Source: an optimization exercise on an open RTL-to-GDS flow (aim: small area, a short achievable clock period and few clock cycles per item). Production flows keep margins and buffers that such runs may drop.
RTL that was checked went through simulation tests only; none was proved equivalent to the original.

==> inputs of v9 <==
Design bst_engine_top, start of the top module:
module bst_engine_top (
    input  logic              aclk,
    input  logic              aresetn,
    input  logic              req_valid,
    output logic              req_ready,
    input  logic [47:0]       req,
    output logic              cpl_valid,
    input  logic              cpl_ready,
    output logic [32:0]       cpl
);
    localparam int N  = bst_pkg::NODE_COUNT;
    localparam int TW = bst_pkg::TOKEN_WIDTH;
    localparam int PW = bst_pkg::PAYLOAD_WIDTH;
    logic [TW-1:0] tok [N];
    logic [PW-1:0] pay [N];
    logic [N-1:0]  used;     
    logic          pend;     
    logic          pdup;     
    logic [4:0]    icnt;     
    logic [N-1:0]  mq0, mq1;     
    logic [1:0]    mq_cnt;
    logic          c_v;
    logic [PW:0]   c_q;
    logic          rdy;
    logic          fire, ins_fire, srch_fire, full, any, adv;
    logic [N-1:0]  vld, wsel, match;
    logic          c_free, pop;
    logic [1:0]    cnt_nx;
    logic [PW-1:0] sel_pay;
    assign req_ready = rdy;
    assign cpl_valid = c_v;
    assign cpl       = c_q;
    assign fire      = req_valid && rdy;
    assign ins_fire  = fire && (req[47:40] == 8'd1);
    assign srch_fire = fire && (req[47:40] == 8'd2);
    assign full      = icnt[4];
    assign adv = pend && !pdup;
    always_comb begin
        vld[0]  = used[0] || adv;
        wsel[0] = !vld[0];
        for (int i = 1; i < N; i++) begin
            vld[i]  = used[i] || (adv && used[i-1]);
            wsel[i] = vld[i-1] && !vld[i];
        end
    end
    always_comb begin
        for (int i = 0; i < N; i++)
            match[i] = vld[i] && (tok[i] == req[39:32]);
    end
    assign any = |match;
    always_ff @(posedge aclk) begin
        for (int i = 0; i < N; i++) begin
            if (wsel[i]) begin
                tok[i] <= req[39:32];
                pay[i] <= req[31:0];
            end
        end
    end
    always_ff @(posedge aclk or negedge aresetn) begin
        if (!aresetn) begin
            used <= '0;
            pend <= 1'b0;
            icnt <= '0;
        end else begin
            used <= vld;
            pend <= ins_fire && !full;
            if (ins_fire && !full) icnt <= icnt + 5'd1;
        end
    end
    always_ff @(posedge aclk) begin
  ...
==> module bst_engine_top, before the edit <==
module bst_engine_top (
    input  logic              aclk,
    input  logic              aresetn,
    input  logic              req_valid,
    output logic              req_ready,
    input  logic [47:0]       req,
    output logic              cpl_valid,
    input  logic              cpl_ready,
    output logic [32:0]       cpl
);
    localparam int N  = bst_pkg::NODE_COUNT;
    localparam int TW = bst_pkg::TOKEN_WIDTH;
    localparam int PW = bst_pkg::PAYLOAD_WIDTH;
    logic [TW-1:0] tok [N];
    logic [PW-1:0] pay [N];
    logic [N-1:0]  used;     
    logic          pend;     
    logic          pdup;     
    logic [4:0]    icnt;     
    logic [N-1:0]  mq0, mq1;     
    logic [1:0]    mq_cnt;
    logic          c_v;
    logic [PW:0]   c_q;
    logic          rdy;
    logic          fire, ins_fire, srch_fire, full, any, adv;
    logic [N-1:0]  vld, wsel, match;
    logic          c_free, pop;
    logic [1:0]    cnt_nx;
    logic [PW-1:0] sel_pay;
    assign req_ready = rdy;
    assign cpl_valid = c_v;
    assign cpl       = c_q;
    assign fire      = req_valid && rdy;
    assign ins_fire  = fire && (req[47:40] == 8'd1);
    assign srch_fire = fire && (req[47:40] == 8'd2);
    assign full      = icnt[4];
    assign adv = pend && !pdup;
    always_comb begin
        vld[0]  = used[0] || adv;
        wsel[0] = !vld[0];
        for (int i = 1; i < N; i++) begin
            vld[i]  = used[i] || (adv && used[i-1]);
            wsel[i] = vld[i-1] && !vld[i];
        end
    end
    always_comb begin
        for (int i = 0; i < N; i++)
            match[i] = vld[i] && (tok[i] == req[39:32]);
    end
    assign any = |match;
    always_ff @(posedge aclk) begin
        for (int i = 0; i < N; i++) begin
            if (wsel[i]) begin
                tok[i] <= req[39:32];
                pay[i] <= req[31:0];
            end
        end
    end
    always_ff @(posedge aclk or negedge aresetn) begin
        if (!aresetn) begin
            used <= '0;
            pend <= 1'b0;
            icnt <= '0;
        end else begin
            used <= vld;
            pend <= ins_fire && !full;
            if (ins_fire && !full) icnt <= icnt + 5'd1;
        end
    end
    always_ff @(posedge aclk) begin
        pdup <= any;
    end
    assign c_free = !c_v || cpl_ready;
    assign pop    = c_free && (mq_cnt != 2'd0);
    assign cnt_nx = mq_cnt + {1'b0, srch_fire} - {1'b0, pop};
    always_ff @(posedge aclk) begin
        if (mq_cnt == 2'd0 || pop) mq0 <= mq_cnt[1] ? mq1 : match;
        if (mq_cnt == 2'd1)        mq1 <= match;
    end
    always_ff @(posedge aclk or negedge aresetn) begin
        if (!aresetn) begin
            mq_cnt <= 2'd0;
            c_v    <= 1'b0;
            rdy    <= 1'b1;
        end else begin
            mq_cnt <= cnt_nx;
            c_v    <= pop || (c_v && !cpl_ready);
            rdy    <= (cnt_nx != 2'd2);
        end
    end
    always_comb begin
        sel_pay = '0;
        for (int i = 0; i < N; i++)
            sel_pay = sel_pay | (pay[i] & {PW{mq0[i]}});
    end
    always_ff @(posedge aclk) begin
        if (c_free) c_q <= {sel_pay, ~|mq0};
    end
endmodule
make LEC_CHECK=0 ABC_CLOCK_PERIOD_IN_PS=1500 CAP_MARGIN=20 CORE_MARGIN=2 CORE_UTILIZATION=60 SETUP_SLACK_MARGIN=1.8 SLEW_MARGIN=20 finish   # period 4.0 ns
run.sh (not shown) runs the stock make flow with config.mk's settings and CLKGATE_MAP_FILE= SYNTH_SCRIPT=/design/flow/synth_recipe.tcl, a recipe that flattens the netlist after the stock synthesis.
==> v2 (differences from v9) <==
==> flow/design.v (replaced) <==
package bst_pkg;
    localparam int TOKEN_WIDTH   = 8;
    localparam int PAYLOAD_WIDTH = 32;
    localparam int NODE_COUNT    = 16;
endpackage
`timescale 1ns/1ps
module bst_engine_top (
    input  logic              aclk,
    input  logic              aresetn,
    input  logic              req_valid,
    output logic              req_ready,
    input  logic [47:0]       req,
    output logic              cpl_valid,
    input  logic              cpl_ready,
    output logic [32:0]       cpl
);
    localparam int N  = bst_pkg::NODE_COUNT;
    localparam int TW = bst_pkg::TOKEN_WIDTH;
    localparam int PW = bst_pkg::PAYLOAD_WIDTH;
    logic [TW-1:0] tok [N];
    logic [PW-1:0] pay [N];
    logic [N-1:0]  dead;     
    logic [N-1:0]  used;     
    logic [N-1:0]  mq0, mq1;     
    logic [1:0]    mq_cnt;
    logic          c_v;
    logic [PW:0]   c_q;
    logic          n_rdy;
    logic          fire, ins_fire, srch_fire, any;
    logic [N-1:0]  wsel, match;
    logic          c_free, pop;
    logic [PW-1:0] sel_pay;
    assign req_ready = !n_rdy;
    assign cpl_valid = c_v;
    assign cpl       = c_q;
    assign fire      = req_valid && !n_rdy;
    assign ins_fire  = fire && (req[47:40] == 8'd1);
    assign srch_fire = fire && (req[47:40] == 8'd2);
    always_comb begin
        for (int i = 0; i < N; i++)
            match[i] = used[i] && !dead[i] && (tok[i] == req[39:32]);
    end
    assign any = |match;
    always_comb begin
        wsel[0] = !used[0];
        for (int i = 1; i < N; i++)
            wsel[i] = used[i-1] && !used[i];
    end
    always_ff @(posedge aclk) begin
        for (int i = 0; i < N; i++) begin
            if (wsel[i]) begin
                tok[i]  <= req[39:32];
                pay[i]  <= req[31:0];
                dead[i] <= any;
            end
        end
    end
    always_ff @(posedge aclk or negedge aresetn) begin
        if (!aresetn) begin
            used <= '0;
        end else if (ins_fire) begin
            used <= {used[N-2:0], 1'b1};
        end
    end
    assign c_free = !c_v || cpl_ready;
    assign pop    = c_free && (mq_cnt != 2'd0);
    always_ff @(posedge aclk) begin
        if (mq_cnt == 2'd0 || pop) mq0 <= mq_cnt[1] ? mq1 : match;
        if (mq_cnt == 2'd1)        mq1 <= match;
    end
    always_ff @(posedge aclk or negedge aresetn) begin
        if (!aresetn) begin
            mq_cnt <= 2'd0;
            c_v    <= 1'b0;
            n_rdy  <= 1'b0;
        end else begin
            case (mq_cnt)
                2'd0:    mq_cnt <= srch_fire ? 2'd1 : 2'd0;
                2'd1:    mq_cnt <= (srch_fire == pop) ? 2'd1 : (srch_fire ? 2'd2 : 2'd0);
                default: mq_cnt <= pop ? 2'd1 : 2'd2;
            endcase
            n_rdy  <= (mq_cnt[1] && !pop) || (mq_cnt == 2'd1 && srch_fire && !pop);
            c_v    <= pop || (c_v && !cpl_ready);
        end
    end
    always_comb begin
        sel_pay = '0;
        for (int i = 0; i < N; i++)
            sel_pay = sel_pay | (pay[i] & {PW{mq0[i]}});
    end
    always_ff @(posedge aclk) begin
        if (c_free) c_q <= {sel_pay, ~|mq0};
    end
endmodule
==> flow/flow/run.sh (new file) <==
#!/bin/bash
# The standard layout, with faster port buffers.
set -euo pipefail
bash standard.sh "BUFFER_PORTS_ARGS=-buffer_cell sky130_fd_sc_hd__buf_4" finish > standard.log 2>&1
==> flow/standard.sh (new file) <==
#!/bin/bash
# synth_recipe.tcl (not shown) runs the flow's synth.tcl, then flattens the netlist and writes it again
# the make line also repeats each setting of config.mk as NAME=value (left out here)
make -C /OpenROAD-flow-scripts/flow DESIGN_CONFIG=/design/flow/config.mk WORK_HOME=/design/flow/orfs CLKGATE_MAP_FILE= SYNTH_SCRIPT=/design/flow/synth_recipe.tcl "${@:-finish}"
- CTS_CLUSTER_DIAMETER: not set -> 150
- CTS_CLUSTER_SIZE: not set -> 25
- SETUP_SLACK_MARGIN: 1.8 -> 1.9
removed: flow/run.sh
==> v17 (differences from v9) <==
==> flow/design.v (replaced) <==
package bst_pkg;
    localparam int TOKEN_WIDTH   = 8;
    localparam int PAYLOAD_WIDTH = 32;
    localparam int NODE_COUNT    = 16;
endpackage
`timescale 1ns/1ps
module bst_engine_top (
    input  logic              aclk,
    input  logic              aresetn,
    input  logic              req_valid,
    output logic              req_ready,
    input  logic [47:0]       req,
    output logic              cpl_valid,
    input  logic              cpl_ready,
    output logic [32:0]       cpl
);
    localparam int N  = bst_pkg::NODE_COUNT;
    localparam int TW = bst_pkg::TOKEN_WIDTH;
    localparam int PW = bst_pkg::PAYLOAD_WIDTH;
    logic [TW-1:0] tok [N];
    logic [PW-1:0] pay [N];
    logic [4:0]    wptr;     
    logic [4:0]    icnt;     
    logic          sk_v;
    logic [TW-1:0] sk_tok;
    logic          m_v;
    logic [N-1:0]  m_q;
    logic          c_v;
    logic [PW:0]   c_q;
    logic          fire, ins_fire, srch_fire, full, any;
    logic [TW-1:0] ctok;
    logic [N-1:0]  match;
    logic          m_adv, m_free, m_load;
    logic [PW-1:0] sel_pay;
    assign req_ready = !sk_v;
    assign cpl_valid = c_v;
    assign cpl       = c_q;
    assign fire      = req_valid && !sk_v;
    assign ins_fire  = fire && (req[47:40] == 8'd1);
    assign srch_fire = fire && (req[47:40] == 8'd2);
    assign full      = icnt[4];
    assign ctok = sk_v ? sk_tok : req[39:32];
    always_comb begin
        for (int i = 0; i < N; i++)
            match[i] = (wptr > 5'(i)) && (tok[i] == ctok);
    end
    assign any = |match;
    always_ff @(posedge aclk) begin
        for (int i = 0; i < N; i++) begin
            if (wptr == 5'(i)) begin
                tok[i] <= req[39:32];
                pay[i] <= req[31:0];
            end
        end
    end
    always_ff @(posedge aclk or negedge aresetn) begin
        if (!aresetn) begin
            wptr <= '0;
            icnt <= '0;
        end else if (ins_fire && !full) begin
            icnt <= icnt + 5'd1;
            if (!any) wptr <= wptr + 5'd1;
        end
    end
    assign m_adv  = m_v && (!c_v || cpl_ready);
    assign m_free = !m_v || m_adv;
    assign m_load = m_free && (sk_v || srch_fire);
    always_ff @(posedge aclk or negedge aresetn) begin
        if (!aresetn) begin
            sk_v <= 1'b0;
            m_v  <= 1'b0;
            c_v  <= 1'b0;
        end else begin
            sk_v <= sk_v ? !m_free : (srch_fire && !m_free);
            m_v  <= m_load || (m_v && !m_adv);
            c_v  <= m_adv || (c_v && !cpl_ready);
        end
    end
    always_ff @(posedge aclk) begin
        if (!sk_v) sk_tok <= req[39:32];
        if (m_load) m_q <= match;
    end
    always_comb begin
        sel_pay = '0;
        for (int i = 0; i < N; i++)
            sel_pay = sel_pay | (pay[i] & {PW{m_q[i]}});
    end
    always_ff @(posedge aclk) begin
        if (m_adv) c_q <= {sel_pay, ~|m_q};
    end
endmodule
- SETUP_SLACK_MARGIN: 1.8 -> 2.0
==> v29 (differences from v9) <==
==> flow/design.v (replaced) <==
package bst_pkg;
    localparam int TOKEN_WIDTH   = 8;
    localparam int PAYLOAD_WIDTH = 32;
    localparam int NODE_COUNT    = 16;
endpackage
`timescale 1ns/1ps
module bst_engine_top (
    input  logic              aclk,
    input  logic              aresetn,
    input  logic              req_valid,
    output logic              req_ready,
    input  logic [47:0]       req,
    output logic              cpl_valid,
    input  logic              cpl_ready,
    output logic [32:0]       cpl
);
    localparam int N  = bst_pkg::NODE_COUNT;
    localparam int TW = bst_pkg::TOKEN_WIDTH;
    localparam int PW = bst_pkg::PAYLOAD_WIDTH;
    logic [TW-1:0] tok [N];
    logic [PW-1:0] pay [N];
    logic [4:0]    wptr;     
    logic [4:0]    icnt;     
    logic          sk_v;
    logic [TW-1:0] sk_tok;
    logic          c_v;
    logic [PW:0]   c_q;
    logic          fire, ins_fire, srch_fire, full, any;
    logic [TW-1:0] ctok;
    logic [N-1:0]  match;
    logic          c_free, c_load;
    logic [PW-1:0] sel_pay;
    assign req_ready = !sk_v;
    assign cpl_valid = c_v;
    assign cpl       = c_q;
    assign fire      = req_valid && !sk_v;
    assign ins_fire  = fire && (req[47:40] == 8'd1);
    assign srch_fire = fire && (req[47:40] == 8'd2);
    assign full      = icnt[4];
    assign ctok = sk_v ? sk_tok : req[39:32];
    always_comb begin
        for (int i = 0; i < N; i++)
            match[i] = (wptr > 5'(i)) && (tok[i] == ctok);
    end
    assign any = |match;
    always_ff @(posedge aclk) begin
        for (int i = 0; i < N; i++) begin
            if (wptr == 5'(i)) begin
                tok[i] <= req[39:32];
                pay[i] <= req[31:0];
            end
        end
    end
    always_ff @(posedge aclk or negedge aresetn) begin
        if (!aresetn) begin
            wptr <= '0;
            icnt <= '0;
        end else if (ins_fire && !full) begin
            icnt <= icnt + 5'd1;
            if (!any) wptr <= wptr + 5'd1;
        end
    end
    assign c_free = !c_v || cpl_ready;
    assign c_load = c_free && (sk_v || srch_fire);
    always_comb begin
        sel_pay = '0;
        for (int i = 0; i < N; i++)
            sel_pay = sel_pay | (pay[i] & {PW{match[i]}});
    end
    always_ff @(posedge aclk or negedge aresetn) begin
        if (!aresetn) begin
            sk_v <= 1'b0;
            c_v  <= 1'b0;
        end else begin
            sk_v <= sk_v ? !c_free : (srch_fire && !c_free);
            c_v  <= c_load || (c_v && !cpl_ready);
        end
    end
    always_ff @(posedge aclk) begin
        if (!sk_v) sk_tok <= req[39:32];
        if (c_free) c_q <= {sel_pay, !any};
    end
endmodule
- SETUP_SLACK_MARGIN: 1.8 -> 2.0
==> flow_metrics.tcl <==
set metrics [dict create \
    fin_crit_sh_pct 54.6 \
    syn_area_sq_um 26700 \
    synthCells 1379 \
    yosys-top-cells-count "edfxtp_1 (705), a221oi_1 (128), a22o_1 (128)" \
    hold_end "icnt[4]" \
    outcome "finished clean" \
    grt_pass1_wl_mm 93.2 \
    seqPwrFrac_pct 48.2 \
    stdcell_area_sq_um 31200 \
    mostFrequentLayoutCells "edfxtp_1 (705), a22o_1 (128), a221oi_1 (128)" \
    synth_area_leaders "edfxtp_1 (79%), a221oi_1 (4.2%), a22o_1 (4.2%)" \
    cts_max_level 3 \
    initial_core_util_pct 60.7 \
    nWellTaps 592 \
    grt_start_max_net_pins 41 \
    fmax_ghz 0.458 \
    antenna_found_initial 2 \
]
the above is filed under v9

==> flow_metrics.tcl <==
set metrics [dict create \
    synthCells 1336 \
    yosys-top-cells-count "edfxtp_1 (673), a221oi_1 (93), a22o_1 (93), xor2_1 (93), a22oi_1 (70)" \
    hold_end "icnt[3]" \
    outcome "finished clean" \
    fmax_ghz 0.330 \
    mostFrequentLayoutCells "edfxtp_1 (673), buf_4 (146), a22o_1 (93)" \
    seqPwrFrac_pct 53.1 \
    grt_start_max_net_pins 41 \
    antenna_found_initial 3 \
    stdcell_area_sq_um 32800 \
    cts_max_level 3 \
    syn_area_sq_um 25800 \
    nWellTaps 546 \
]
the above is filed under v29

==> flow_metrics.tcl <==
set metrics [dict create \
    outcome "finished clean" \
    yosys-top-cells-count "edfxtp_1 (721), a22o_1 (129), a221oi_1 (128)" \
    fp.coreArea_sq_um 44400 \
    antenna_found_initial 3 \
    fin_crit_sh_pct 52.2 \
    seqPwrFrac_pct 66.2 \
    stdcell_area_sq_um 30200 \
    mostFrequentLayoutCells "edfxtp_1 (721), buf_4 (154), a22o_1 (129)" \
    grt_start_max_net_pins 44 \
    grt_pass1_wl_mm 95.2 \
    cts_max_level 2 \
    nWellTaps 592 \
    syn_area_sq_um 27200 \
    initial_core_util_pct 61.2 \
    synthCells 1391 \
    fmax_ghz 0.479 \
    synth_top_area_share_pct 79.7 \
]
the above is filed under v2

==> flow_metrics.tcl <==
set metrics [dict create \
    syn_area_sq_um 26300 \
    nWellTaps 585 \
    synth_area_leaders "edfxtp_1 (79%), a221oi_1 (4.3%), a22o_1 (4.3%)" \
    seqPwrFrac_pct 56.4 \
    stdcell_area_sq_um 31300 \
    yosys-top-cells-count "edfxtp_1 (689), a221oi_1 (128), a22o_1 (128)" \
    cts_max_level 3 \
    grt_start_max_net_pins 41 \
    mostFrequentLayoutCells "edfxtp_1 (689), a22o_1 (128), a221oi_1 (128)" \
    antenna_found_initial 2 \
    outcome "finished clean" \
]
the above is filed under v17

Testbench counts of v2, summed over its fixed seeds: cycles 12,672, items 12,288.
Testbench counts of v17, summed over its fixed seeds: cycles 12,672, items 12,288.
Function not checked in v9 and v29: the RTL went through the layout flow alone.

-- separate check: timing with driven ports --
How much do the figures lean on ideal ports? The routed layouts below were timed once more, with nothing changed but the port constraints. Step 1 sets driving cells, clkbuf_16 on the clock port and buf_2 on the other inputs (assumed; they add their load-dependent delay and slew). Step 2 times the ports against the registers' clock, not the clock port: input delays grow and output delays shrink by t, the midpoint of the rising clock arrivals with the driver on. Slacks: ideal ports / drivers / drivers and shift; pairs: ideal ports / drivers.
| run | t (ns) | setup WS [ns] | worst setup path after step 2 | pins driven straight from the clock port |
|---|---|---|---|---|
| v9 | 0.645 | 1.814 / 1.789 / 1.227 | input to register | 1 |
| v2 | 0.627 | 1.912 / 1.909 / 1.303 | input to register | 1 |
| v17 | 0.625 | 1.093 / 1.093 / 0.515 | input to register | 1 |
| v29 | 0.647 | 0.973 / 0.973 / 0.401 | input to register | 1 |
After both steps setup and hold are still met in every run listed. The setup slack of v2, which loses most, moves by -0.003 ns with the drivers and by -0.609 ns with both steps.
